This design comes from an exercise in tuning for small area, a short achievable clock period and few clock cycles on the open sky130 flow, not from production work.
RTL that was checked went through simulation tests only; none was proved equivalent to the original.
Power and IR drop assume default switching activity.

==> delta <==
==> flow/design.v <==
package aechi_pkg;
	localparam int QUEUE_DEPTH = 16;
	localparam int QIDX_W      = 4;
	localparam int EC_DEPTH  = 256;
	localparam int EC_ADDR_W = 8;
	localparam int PADDR_W = 3;
	localparam int PDATA_W = 32;
	localparam logic [7:0] CMD_READ      = 8'h80;
	localparam logic [7:0] CMD_WRITE     = 8'h81;
	localparam logic [7:0] CMD_BURST_ON  = 8'h82;
	localparam logic [7:0] CMD_BURST_OFF = 8'h83;
	localparam logic [7:0] CMD_QUERY     = 8'h84;
	localparam logic [7:0] BURST_ACK     = 8'h90;
	localparam logic [1:0] OP_COMMAND = 2'd0;
	localparam logic [1:0] OP_DATA    = 2'd1;
	localparam logic [1:0] OP_EVENT   = 2'd2;
	localparam logic [1:0] OP_TIMEOUT = 2'd3;
	localparam logic [1:0] PH_NONE  = 2'd0;   
	localparam logic [1:0] PH_RADDR = 2'd1;   
	localparam logic [1:0] PH_WADDR = 2'd2;   
	localparam logic [1:0] PH_WDATA = 2'd3;   
endpackage
module aechi_ram (
	input  logic       clk,
	input  logic       clr,
	input  logic       wr_en,
	input  logic [15:0] wr_hi,    
	input  logic [15:0] wr_lo,    
	input  logic [7:0] wr_data,
	input  logic [4:0] rd_addr,
	output logic [7:0][7:0] rd_part
);
	logic [7:0]  mem_q [256];
	logic [15:0] whi, wlo;
	always_comb begin
		for (int i = 0; i < 16; i++) begin
			whi[i] = clr || (wr_en && wr_hi[i]);
			wlo[i] = clr || wr_lo[i];
		end
	end
	always_ff @(posedge clk) begin
		for (int i = 0; i < 256; i++) begin
			if (whi[i / 16] && wlo[i % 16]) begin
				mem_q[i] <= wr_data;
			end
		end
	end
	always_comb begin
		for (int g = 0; g < 8; g++) begin
			rd_part[g] = mem_q[{3'(g), rd_addr}];
		end
	end
endmodule
import aechi_pkg::*;
module acpi_ec_host_interface (
	input  logic               clk,
	input  logic               arst_n,
	input  logic               cmd_valid,
	output logic               cmd_stall,
	input  logic [10:0]        cmd_i,
	output logic               res_valid,
	input  logic               res_stall,
	output logic [12:0]        res_o,
	input  logic               psel,
	input  logic               penable,
	input  logic               pwrite,
	input  logic [aechi_pkg::PADDR_W-1:0] paddr,
	input  logic [aechi_pkg::PDATA_W-1:0] pwdata,
	output logic [aechi_pkg::PDATA_W-1:0] prdata,
	output logic               pready
);
	logic acpi_en_q;
	always_ff @(posedge clk or negedge arst_n) begin
		if (!arst_n) begin
			acpi_en_q <= 1'b0;
		end else if (psel && penable && pwrite && !paddr[2]) begin
			acpi_en_q <= pwdata[0];
		end
	end
	assign pready = 1'b1;
	assign prdata = {31'b0, acpi_en_q && !paddr[2]};
	logic            clr_q;
	logic            v1_q, v2_q;
	logic [7:0]      b;
	logic            aw;
	logic [7:0][7:0] rp_q, ec_part;
	logic [7:0]      ec_rd;
	logic [12:0]     res_q, res_nxt;
	logic            step, in_fire;
	logic k_rd, k_wr, k_bon, k_boff, k_q, k_cmd, k_data, k_ev, k_to;
	logic n_rd, n_wr, n_bon, n_boff, n_q, n_cmd, n_data, n_ev, n_to;
	logic wr_q, n_wrd;
	logic [1:0] ph_q, ph_nxt, ph_after;
	assign cmd_stall = v1_q && v2_q && res_stall;
	assign in_fire   = cmd_valid && !cmd_stall;
	assign step      = v1_q && (!v2_q || !res_stall);
	assign res_valid = v2_q;
	assign res_o     = res_q;
	always_comb begin
		n_cmd  = cmd_i[10:9] == OP_COMMAND;
		n_data = cmd_i[10:9] == OP_DATA;
		n_ev   = cmd_i[10:9] == OP_EVENT;
		n_to   = cmd_i[10:9] == OP_TIMEOUT;
		n_rd   = n_cmd && cmd_i[8:1] == CMD_READ;
		n_wr   = n_cmd && cmd_i[8:1] == CMD_WRITE;
		n_bon  = n_cmd && cmd_i[8:1] == CMD_BURST_ON;
		n_boff = n_cmd && cmd_i[8:1] == CMD_BURST_OFF;
		n_q    = n_cmd && cmd_i[8:1] == CMD_QUERY;
		ph_after = v1_q ? ph_nxt : ph_q;
		n_wrd    = n_data && ph_after == PH_WDATA;
	end
	always_ff @(posedge clk or negedge arst_n) begin
		if (!arst_n) begin
			v1_q <= 1'b0;
			v2_q <= 1'b0;
			wr_q <= 1'b0;
		end else begin
			if (in_fire) begin
				v1_q <= 1'b1;
				wr_q <= n_wrd;
			end else if (step) begin
				v1_q <= 1'b0;
				wr_q <= 1'b0;
			end
			if (step) begin
				v2_q <= 1'b1;
			end else if (!res_stall) begin
				v2_q <= 1'b0;
			end
		end
	end
	always_ff @(posedge clk) begin
		if (in_fire) begin
			b      <= cmd_i[8:1];
			aw     <= cmd_i[0];
			rp_q   <= ec_part;
			k_cmd  <= n_cmd;
			k_data <= n_data;
			k_ev   <= n_ev;
			k_to   <= n_to;
			k_rd   <= n_rd;
			k_wr   <= n_wr;
			k_bon  <= n_bon;
			k_boff <= n_boff;
			k_q    <= n_q;
		end
		if (step) begin
			res_q <= res_nxt;
		end
	end
	logic [15:0] wah_q, wal_q;    
	logic [7:0]  wd_q;            
	logic        wa_set;
	logic       pend_q, pend_nxt;
	logic       burst_q, burst_nxt;
	logic       watch_q, watch_nxt;
	logic [3:0] head_q, head_nxt, tail_q, tail_nxt;
	logic [7:0] ring_q [16];
	always_ff @(posedge clk or negedge arst_n) begin
		if (!arst_n) begin
			wd_q <= 8'h00;
		end else if (in_fire && n_wrd) begin
			wd_q <= cmd_i[8:1];
		end
	end
	logic run_q;
	always_ff @(posedge clk or negedge arst_n) begin
		if (!arst_n) begin
			run_q <= 1'b0;
		end else begin
			run_q <= 1'b1;
		end
	end
	assign clr_q = !run_q;
	aechi_ram u_ec (
		.clk     (clk),
		.clr     (clr_q),
		.wr_en   (wr_q),
		.wr_hi   (wah_q),
		.wr_lo   (wal_q),
		.wr_data (wd_q),
		.rd_addr (cmd_i[5:1]),
		.rd_part (ec_part)
	);
	assign ec_rd = rp_q[b[7:5]];
	always_ff @(posedge clk) begin
		if (v1_q && k_ev) begin
			ring_q[head_q] <= b;
		end
	end
	logic       rv, sci;
	logic [7:0] rb;
	logic       empty;
	logic [3:0] head_inc, tail_inc;
	assign empty    = head_q == tail_q;
	assign head_inc = head_q + 4'd1;
	assign tail_inc = tail_q + 4'd1;
	always_comb begin
		ph_nxt    = ph_q;
		wa_set    = 1'b0;
		pend_nxt  = pend_q;
		burst_nxt = burst_q;
		watch_nxt = watch_q;
		head_nxt  = head_q;
		tail_nxt  = tail_q;
		rv        = 1'b0;
		rb        = 8'h00;
		sci       = 1'b0;
		if (k_cmd) begin
			ph_nxt = PH_NONE;
		end
		if (k_rd || k_wr) begin
			sci    = 1'b1;
			ph_nxt = k_rd ? PH_RADDR : PH_WADDR;
			if (acpi_en_q && !burst_q) begin
				watch_nxt = 1'b1;
			end
		end
		if (k_bon) begin
			burst_nxt = 1'b1;
			watch_nxt = 1'b1;
			rv        = 1'b1;
			rb        = BURST_ACK;
			sci       = 1'b1;
		end
		if (k_boff) begin
			burst_nxt = 1'b0;
			watch_nxt = 1'b0;
			sci       = 1'b1;
		end
		if (k_q) begin
			if (!empty) begin
				rv       = 1'b1;
				rb       = ring_q[tail_q];
				sci      = 1'b1;
				tail_nxt = tail_inc;
				if (tail_inc == head_q) begin
					pend_nxt = 1'b0;
				end
			end else begin
				pend_nxt = 1'b0;
			end
		end
		if (k_data) begin
			case (ph_q)
				PH_RADDR: begin
					ph_nxt    = PH_NONE;
					rv        = 1'b1;
					rb        = ec_rd;
					sci       = 1'b1;
					watch_nxt = 1'b0;
				end
				PH_WADDR: begin
					ph_nxt = PH_WDATA;
					wa_set = 1'b1;
					sci    = 1'b1;
				end
				PH_WDATA: begin
					ph_nxt    = PH_NONE;
					sci       = 1'b1;
					watch_nxt = 1'b0;
				end
				default: begin
				end
			endcase
		end
		if (k_ev) begin
			if (head_inc != tail_q) begin
				head_nxt = head_inc;
			end
			if (aw) begin
				pend_nxt = 1'b1;
				sci      = 1'b1;
			end
		end
		if (k_to) begin
			if (burst_q || watch_q) begin
				burst_nxt = 1'b0;
				watch_nxt = 1'b0;
				sci       = 1'b1;
			end
		end
		res_nxt = {rv, rb, sci, pend_nxt, burst_nxt, watch_nxt};
	end
	always_ff @(posedge clk) begin
		if (step && wa_set) begin
			for (int i = 0; i < 16; i++) begin
				wah_q[i] <= b[7:4] == 4'(i);
				wal_q[i] <= b[3:0] == 4'(i);
			end
		end
	end
	always_ff @(posedge clk or negedge arst_n) begin
		if (!arst_n) begin
			ph_q    <= PH_NONE;
			pend_q  <= 1'b0;
			burst_q <= 1'b0;
			watch_q <= 1'b0;
			head_q  <= 4'd0;
			tail_q  <= 4'd0;
		end else if (step) begin
			ph_q    <= ph_nxt;
			pend_q  <= pend_nxt;
			burst_q <= burst_nxt;
			watch_q <= watch_nxt;
			head_q  <= head_nxt;
			tail_q  <= tail_nxt;
		end
	end
endmodule
==> flow/run.sh <==
#!/bin/bash
# synth_recipe.tcl (not shown) runs the flow's synth.tcl, then flattens the netlist and writes it again
# the make line also repeats each setting of config.mk as NAME=value (left out here)
make -C /OpenROAD-flow-scripts/flow DESIGN_CONFIG=/design/flow/config.mk WORK_HOME=/design/flow/orfs CLKGATE_MAP_FILE= SYNTH_SCRIPT=/design/flow/synth_recipe.tcl finish
==> flow/config.mk <==
export PLATFORM = sky130hd
export DESIGN_NAME = acpi_ec_host_interface
export DESIGN_NICKNAME = acpi_ec_host_interface
export VERILOG_FILES = /design/flow/design.v
export SDC_FILE = /design/flow/constraint.sdc
export NUM_CORES = 4
export LEC_CHECK = 0
export CAP_MARGIN = 20
export CORE_MARGIN = 2
export CORE_UTILIZATION = 45
export CTS_BUF_LIST = sky130_fd_sc_hd__clkbuf_16
export CTS_CLUSTER_DIAMETER = 80
export CTS_CLUSTER_SIZE = 20
export SETUP_SLACK_MARGIN = 1.6
export SLEW_MARGIN = 20
==> flow/constraint.sdc <==
create_clock -name core_clock -period 4.0 [get_ports {clk}]
set_input_delay 0.8000 -clock core_clock [delete_from_list [all_inputs] [get_ports {clk}]]
set_output_delay 0.8000 -clock core_clock [all_outputs]
set_load 0.01 [all_outputs]
==> quartz (differences from delta) <==
==> flow/design.v (replaced) <==
package aechi_pkg;
	localparam int QUEUE_DEPTH = 16;
	localparam int QIDX_W      = 4;
	localparam int EC_DEPTH  = 256;
	localparam int EC_ADDR_W = 8;
	localparam int PADDR_W = 3;
	localparam int PDATA_W = 32;
	localparam logic [7:0] CMD_READ      = 8'h80;
	localparam logic [7:0] CMD_WRITE     = 8'h81;
	localparam logic [7:0] CMD_BURST_ON  = 8'h82;
	localparam logic [7:0] CMD_BURST_OFF = 8'h83;
	localparam logic [7:0] CMD_QUERY     = 8'h84;
	localparam logic [7:0] BURST_ACK     = 8'h90;
	localparam logic [1:0] OP_COMMAND = 2'd0;
	localparam logic [1:0] OP_DATA    = 2'd1;
	localparam logic [1:0] OP_EVENT   = 2'd2;
	localparam logic [1:0] OP_TIMEOUT = 2'd3;
	localparam logic [1:0] PH_NONE  = 2'd0;   
	localparam logic [1:0] PH_RADDR = 2'd1;   
	localparam logic [1:0] PH_WADDR = 2'd2;   
	localparam logic [1:0] PH_WDATA = 2'd3;   
endpackage
module aechi_ram (
	input  logic       clk,
	input  logic       clr,
	input  logic       wr_en,
	input  logic [7:0] wr_addr,
	input  logic [7:0] wr_data,
	input  logic [7:0] rd_addr,
	output logic [7:0] rd_data
);
	logic [7:0]  mem_q [256];
	logic [15:0] whi, wlo;
	logic [7:0]  wd;
	always_comb begin
		for (int i = 0; i < 16; i++) begin
			whi[i] = clr || (wr_en && wr_addr[7:4] == 4'(i));
			wlo[i] = clr || (wr_addr[3:0] == 4'(i));
		end
		wd = clr ? 8'h00 : wr_data;
	end
	always_ff @(posedge clk) begin
		for (int i = 0; i < 256; i++) begin
			if (whi[i / 16] && wlo[i % 16]) begin
				mem_q[i] <= wd;
			end
		end
	end
	assign rd_data = mem_q[rd_addr];
endmodule
import aechi_pkg::*;
module acpi_ec_host_interface (
	input  logic               clk,
	input  logic               arst_n,
	input  logic               cmd_valid,
	output logic               cmd_stall,
	input  logic [10:0]        cmd_i,
	output logic               res_valid,
	input  logic               res_stall,
	output logic [12:0]        res_o,
	input  logic               psel,
	input  logic               penable,
	input  logic               pwrite,
	input  logic [aechi_pkg::PADDR_W-1:0] paddr,
	input  logic [aechi_pkg::PDATA_W-1:0] pwdata,
	output logic [aechi_pkg::PDATA_W-1:0] prdata,
	output logic               pready
);
	logic acpi_en_q;
	always_ff @(posedge clk or negedge arst_n) begin
		if (!arst_n) begin
			acpi_en_q <= 1'b0;
		end else if (psel && penable && pwrite && !paddr[2]) begin
			acpi_en_q <= pwdata[0];
		end
	end
	assign pready = 1'b1;
	assign prdata = {31'b0, acpi_en_q && !paddr[2]};
	logic        clr_q;
	logic        v1_q, v2_q;
	logic [10:0] it1_q;
	logic [7:0]  rd1_q, ec_rd;
	logic [12:0] res_q, res_nxt;
	logic        step, in_fire;
	assign cmd_stall = clr_q || (v1_q && v2_q && res_stall);
	assign in_fire   = cmd_valid && !cmd_stall;
	assign step      = v1_q && (!v2_q || !res_stall);
	assign res_valid = v2_q;
	assign res_o     = res_q;
	always_ff @(posedge clk or negedge arst_n) begin
		if (!arst_n) begin
			v1_q <= 1'b0;
			v2_q <= 1'b0;
		end else begin
			if (in_fire) begin
				v1_q <= 1'b1;
			end else if (step) begin
				v1_q <= 1'b0;
			end
			if (step) begin
				v2_q <= 1'b1;
			end else if (!res_stall) begin
				v2_q <= 1'b0;
			end
		end
	end
	always_ff @(posedge clk) begin
		if (in_fire) begin
			it1_q <= cmd_i;
			rd1_q <= ec_rd;
		end
		if (step) begin
			res_q <= res_nxt;
		end
	end
	logic [1:0] op;
	logic [7:0] b;
	logic       aw;
	assign op = it1_q[10:9];
	assign b  = it1_q[8:1];
	assign aw = it1_q[0];
	logic [1:0] ph_q, ph_nxt;
	logic [7:0] wa_q, wa_nxt;
	logic       pend_q, pend_nxt;
	logic       burst_q, burst_nxt;
	logic       watch_q, watch_nxt;
	logic [3:0] head_q, head_nxt, tail_q, tail_nxt;
	logic [7:0] ring_q [16];
	logic       ec_wr;
	always_ff @(posedge clk or negedge arst_n) begin
		if (!arst_n) begin
			clr_q <= 1'b1;
		end else begin
			clr_q <= 1'b0;
		end
	end
	assign ec_wr = v1_q && op == OP_DATA && ph_q == PH_WDATA;
	aechi_ram u_ec (
		.clk     (clk),
		.clr     (clr_q),
		.wr_en   (ec_wr),
		.wr_addr (wa_q),
		.wr_data (b),
		.rd_addr (cmd_i[8:1]),
		.rd_data (ec_rd)
	);
	always_ff @(posedge clk) begin
		if (v1_q && op == OP_EVENT) begin
			ring_q[head_q] <= b;
		end
	end
	logic       rv, sci;
	logic [7:0] rb;
	always_comb begin
		ph_nxt    = ph_q;
		wa_nxt    = wa_q;
		pend_nxt  = pend_q;
		burst_nxt = burst_q;
		watch_nxt = watch_q;
		head_nxt  = head_q;
		tail_nxt  = tail_q;
		rv        = 1'b0;
		rb        = 8'h00;
		sci       = 1'b0;
		case (op)
			OP_COMMAND: begin
				ph_nxt = PH_NONE;
				case (b)
					CMD_READ, CMD_WRITE: begin
						sci    = 1'b1;
						ph_nxt = (b == CMD_READ) ? PH_RADDR : PH_WADDR;
						if (acpi_en_q && !burst_q) begin
							watch_nxt = 1'b1;
						end
					end
					CMD_BURST_ON: begin
						burst_nxt = 1'b1;
						watch_nxt = 1'b1;
						rv        = 1'b1;
						rb        = BURST_ACK;
						sci       = 1'b1;
					end
					CMD_BURST_OFF: begin
						burst_nxt = 1'b0;
						watch_nxt = 1'b0;
						sci       = 1'b1;
					end
					CMD_QUERY: begin
						if (head_q != tail_q) begin
							rv       = 1'b1;
							rb       = ring_q[tail_q];
							sci      = 1'b1;
							tail_nxt = tail_q + 4'd1;
							if (tail_nxt == head_q) begin
								pend_nxt = 1'b0;
							end
						end else begin
							pend_nxt = 1'b0;
						end
					end
					default: begin
					end
				endcase
			end
			OP_DATA: begin
				case (ph_q)
					PH_RADDR: begin
						ph_nxt    = PH_NONE;
						rv        = 1'b1;
						rb        = rd1_q;
						sci       = 1'b1;
						watch_nxt = 1'b0;
					end
					PH_WADDR: begin
						ph_nxt = PH_WDATA;
						wa_nxt = b;
						sci    = 1'b1;
					end
					PH_WDATA: begin
						ph_nxt    = PH_NONE;
						sci       = 1'b1;
						watch_nxt = 1'b0;
					end
					default: begin
					end
				endcase
			end
			OP_EVENT: begin
				if (head_q + 4'd1 != tail_q) begin
					head_nxt = head_q + 4'd1;
				end
				if (aw) begin
					pend_nxt = 1'b1;
					sci      = 1'b1;
				end
			end
			default: begin
				if (burst_q || watch_q) begin
					burst_nxt = 1'b0;
					watch_nxt = 1'b0;
					sci       = 1'b1;
				end
			end
		endcase
		res_nxt = {rv, rb, sci, pend_nxt, burst_nxt, watch_nxt};
	end
	always_ff @(posedge clk or negedge arst_n) begin
		if (!arst_n) begin
			ph_q    <= PH_NONE;
			wa_q    <= 8'h00;
			pend_q  <= 1'b0;
			burst_q <= 1'b0;
			watch_q <= 1'b0;
			head_q  <= 4'd0;
			tail_q  <= 4'd0;
		end else if (step) begin
			ph_q    <= ph_nxt;
			wa_q    <= wa_nxt;
			pend_q  <= pend_nxt;
			burst_q <= burst_nxt;
			watch_q <= watch_nxt;
			head_q  <= head_nxt;
			tail_q  <= tail_nxt;
		end
	end
endmodule
- CORE_UTILIZATION: 45 -> 40
- CTS_BUF_LIST: sky130_fd_sc_hd__clkbuf_16 -> unset
- CTS_CLUSTER_DIAMETER: 80 -> unset
- CTS_CLUSTER_SIZE: 20 -> unset
- SETUP_SLACK_MARGIN: 1.6 -> unset
==> lagoon (differences from delta) <==
--- a/flow/design.v
+++ b/flow/design.v
@@ -22,24 +22,15 @@
 endpackage
 module aechi_ram (
-	input  logic       clk,
-	input  logic       clr,
-	input  logic       wr_en,
-	input  logic [15:0] wr_hi,    
-	input  logic [15:0] wr_lo,    
-	input  logic [7:0] wr_data,
-	input  logic [4:0] rd_addr,
-	output logic [7:0][7:0] rd_part
+	input  logic             clk,
+	input  logic [15:0]      en_hi,
+	input  logic [15:0]      en_lo,
+	input  logic [7:0]       wr_data,
+	input  logic [4:0]       rd_addr,
+	output logic [7:0][7:0]  rd_part
 );
-	logic [7:0]  mem_q [256];
-	logic [15:0] whi, wlo;
-	always_comb begin
-		for (int i = 0; i < 16; i++) begin
-			whi[i] = clr || (wr_en && wr_hi[i]);
-			wlo[i] = clr || wr_lo[i];
-		end
-	end
+	logic [7:0] mem_q [256];
 	always_ff @(posedge clk) begin
 		for (int i = 0; i < 256; i++) begin
-			if (whi[i / 16] && wlo[i % 16]) begin
+			if (en_hi[i / 16] && en_lo[i % 16]) begin
 				mem_q[i] <= wr_data;
 			end
@@ -80,5 +71,4 @@
 	assign pready = 1'b1;
 	assign prdata = {31'b0, acpi_en_q && !paddr[2]};
-	logic            clr_q;
 	logic            v1_q, v2_q;
 	logic [7:0]      b;
@@ -90,5 +80,5 @@
 	logic k_rd, k_wr, k_bon, k_boff, k_q, k_cmd, k_data, k_ev, k_to;
 	logic n_rd, n_wr, n_bon, n_boff, n_q, n_cmd, n_data, n_ev, n_to;
-	logic wr_q, n_wrd;
+	logic n_wrd;
 	logic [1:0] ph_q, ph_nxt, ph_after;
 	assign cmd_stall = v1_q && v2_q && res_stall;
@@ -114,12 +104,9 @@
 			v1_q <= 1'b0;
 			v2_q <= 1'b0;
-			wr_q <= 1'b0;
 		end else begin
 			if (in_fire) begin
 				v1_q <= 1'b1;
-				wr_q <= n_wrd;
 			end else if (step) begin
 				v1_q <= 1'b0;
-				wr_q <= 1'b0;
 			end
 			if (step) begin
@@ -164,19 +151,32 @@
 		end
 	end
-	logic run_q;
+	logic [15:0] weh_q, wah_after;
+	always_comb begin
+		for (int i = 0; i < 16; i++) begin
+			wah_after[i] = (v1_q && wa_set) ? (b[7:4] == 4'(i)) : wah_q[i];
+		end
+	end
 	always_ff @(posedge clk or negedge arst_n) begin
 		if (!arst_n) begin
-			run_q <= 1'b0;
-		end else begin
-			run_q <= 1'b1;
+			weh_q <= '1;
+		end else if (in_fire) begin
+			weh_q <= n_wrd ? wah_after : '0;
+		end else if (step) begin
+			weh_q <= '0;
+		end
+	end
+	always_ff @(posedge clk or negedge arst_n) begin
+		if (!arst_n) begin
+			wal_q <= '1;
+		end else if (step && wa_set) begin
+			for (int i = 0; i < 16; i++) begin
+				wal_q[i] <= b[3:0] == 4'(i);
+			end
 		end
 	end
-	assign clr_q = !run_q;
 	aechi_ram u_ec (
 		.clk     (clk),
-		.clr     (clr_q),
-		.wr_en   (wr_q),
-		.wr_hi   (wah_q),
-		.wr_lo   (wal_q),
+		.en_hi   (weh_q),
+		.en_lo   (wal_q),
 		.wr_data (wd_q),
 		.rd_addr (cmd_i[5:1]),
@@ -287,5 +287,4 @@
 			for (int i = 0; i < 16; i++) begin
 				wah_q[i] <= b[7:4] == 4'(i);
-				wal_q[i] <= b[3:0] == 4'(i);
 			end
 		end
==> comparison table <==
	quartz	delta	lagoon
Outcome	failed layout checks	complete, no violations	complete, no violations
Reasons for failing layout checks	negative setup slack	-	-
Reg-to-Reg End	u_ec.mem_q[241][1]$_DFFE_PP_	u_ec.mem_q[12][0]$_DFFE_PP_	u_ec.mem_q[134][0]$_DFFE_PP_
Final std cell area, no fill	112,000 um2	98,100 um2	97,800 um2
Total placed instance area	104,000 um2	92,500 um2	92,700 um2
Clock network power	22.8 mW	14.2 mW	14.2 mW
Overall die height	466 um	442 um	445 um
Fillers	17,400	15,100	15,500
Placeable core region	212,000 um2	190,000 um2	193,000 um2
Leakage power summed over all cells	39.7 nW	33.3 nW	31.7 nW
Hold EP	it1_q[8]$_DFFE_PP_	b[3]$_DFFE_PP_	-
Instance count along the most critical hold path	2	1	-
Adder-cell area share of the yosys netlist	0.00132	0.000724	0.000714
Post-Route Setup TNS	-1.22 ns	0 ns	0 ns
Post-CTS setup repair buffer count	0	45	46
Highest ir drop seen on vdd	0.000557 V	0.000477 V	0.000337 V
Switching power of the nets	16.5 mW	15.6 mW	12.8 mW
Aggregate global-route resource usage	0.531	0.285	0.283
Fraction of the mapped netlist area in compound gates	0.112	0.0964	0.0964
Relative contribution of combinational cells to total power	0.124	0.122	0.107
Layout clock area frac	0.0699	0.0385	0.0385
Sequential cell count of the final layout	2,233	2,329	2,343
Testbench counts of delta, summed over its fixed seeds: cycles 18,250.
Testbench counts of lagoon, summed over its fixed seeds: cycles 18,250.
Only the layout flow was run in quartz; the RTL was not checked for function there.

==> afterwards: timing with drivers on the ports <==
The flow's constraints put no driver on any port. The routed layouts listed below were extracted and timed again, unchanged, in two steps. Step 1: set_driving_cell puts a clkbuf_16 on clk and a buf_2 on each other input, an assumption about the parent block. Step 2 moves the port delays by t, midway between the first and last clock arrival at a register: inputs arrive t later, outputs are due t later. That takes back most of the time a late clock gives input paths. Three values: ideal, step 1, step 2; two values: the first two.
| run | t (ns) | setup slack, ns | worst setup path after step 2 | latest minus earliest clock arrival (ns) | slew at the worst register clock pin (ns) |
|---|---|---|---|---|---|
| delta | 0.909 | 1.551 / 1.562 / 0.705 | input to register | 0.043 / 0.043 | 0.09 / 0.09 |
| quartz | 0.997 | -0.237 / -0.178 / -1.175 | input to register | 0.070 / 0.070 | 0.07 / 0.07 |
| lagoon | 0.909 | 1.479 / 1.430 / 0.521 | input to register | 0.044 / 0.044 | 0.09 / 0.09 |
For lagoon, which loses most, drivers alone change the setup slack by -0.049 ns; drivers and shift together by -0.958 ns.
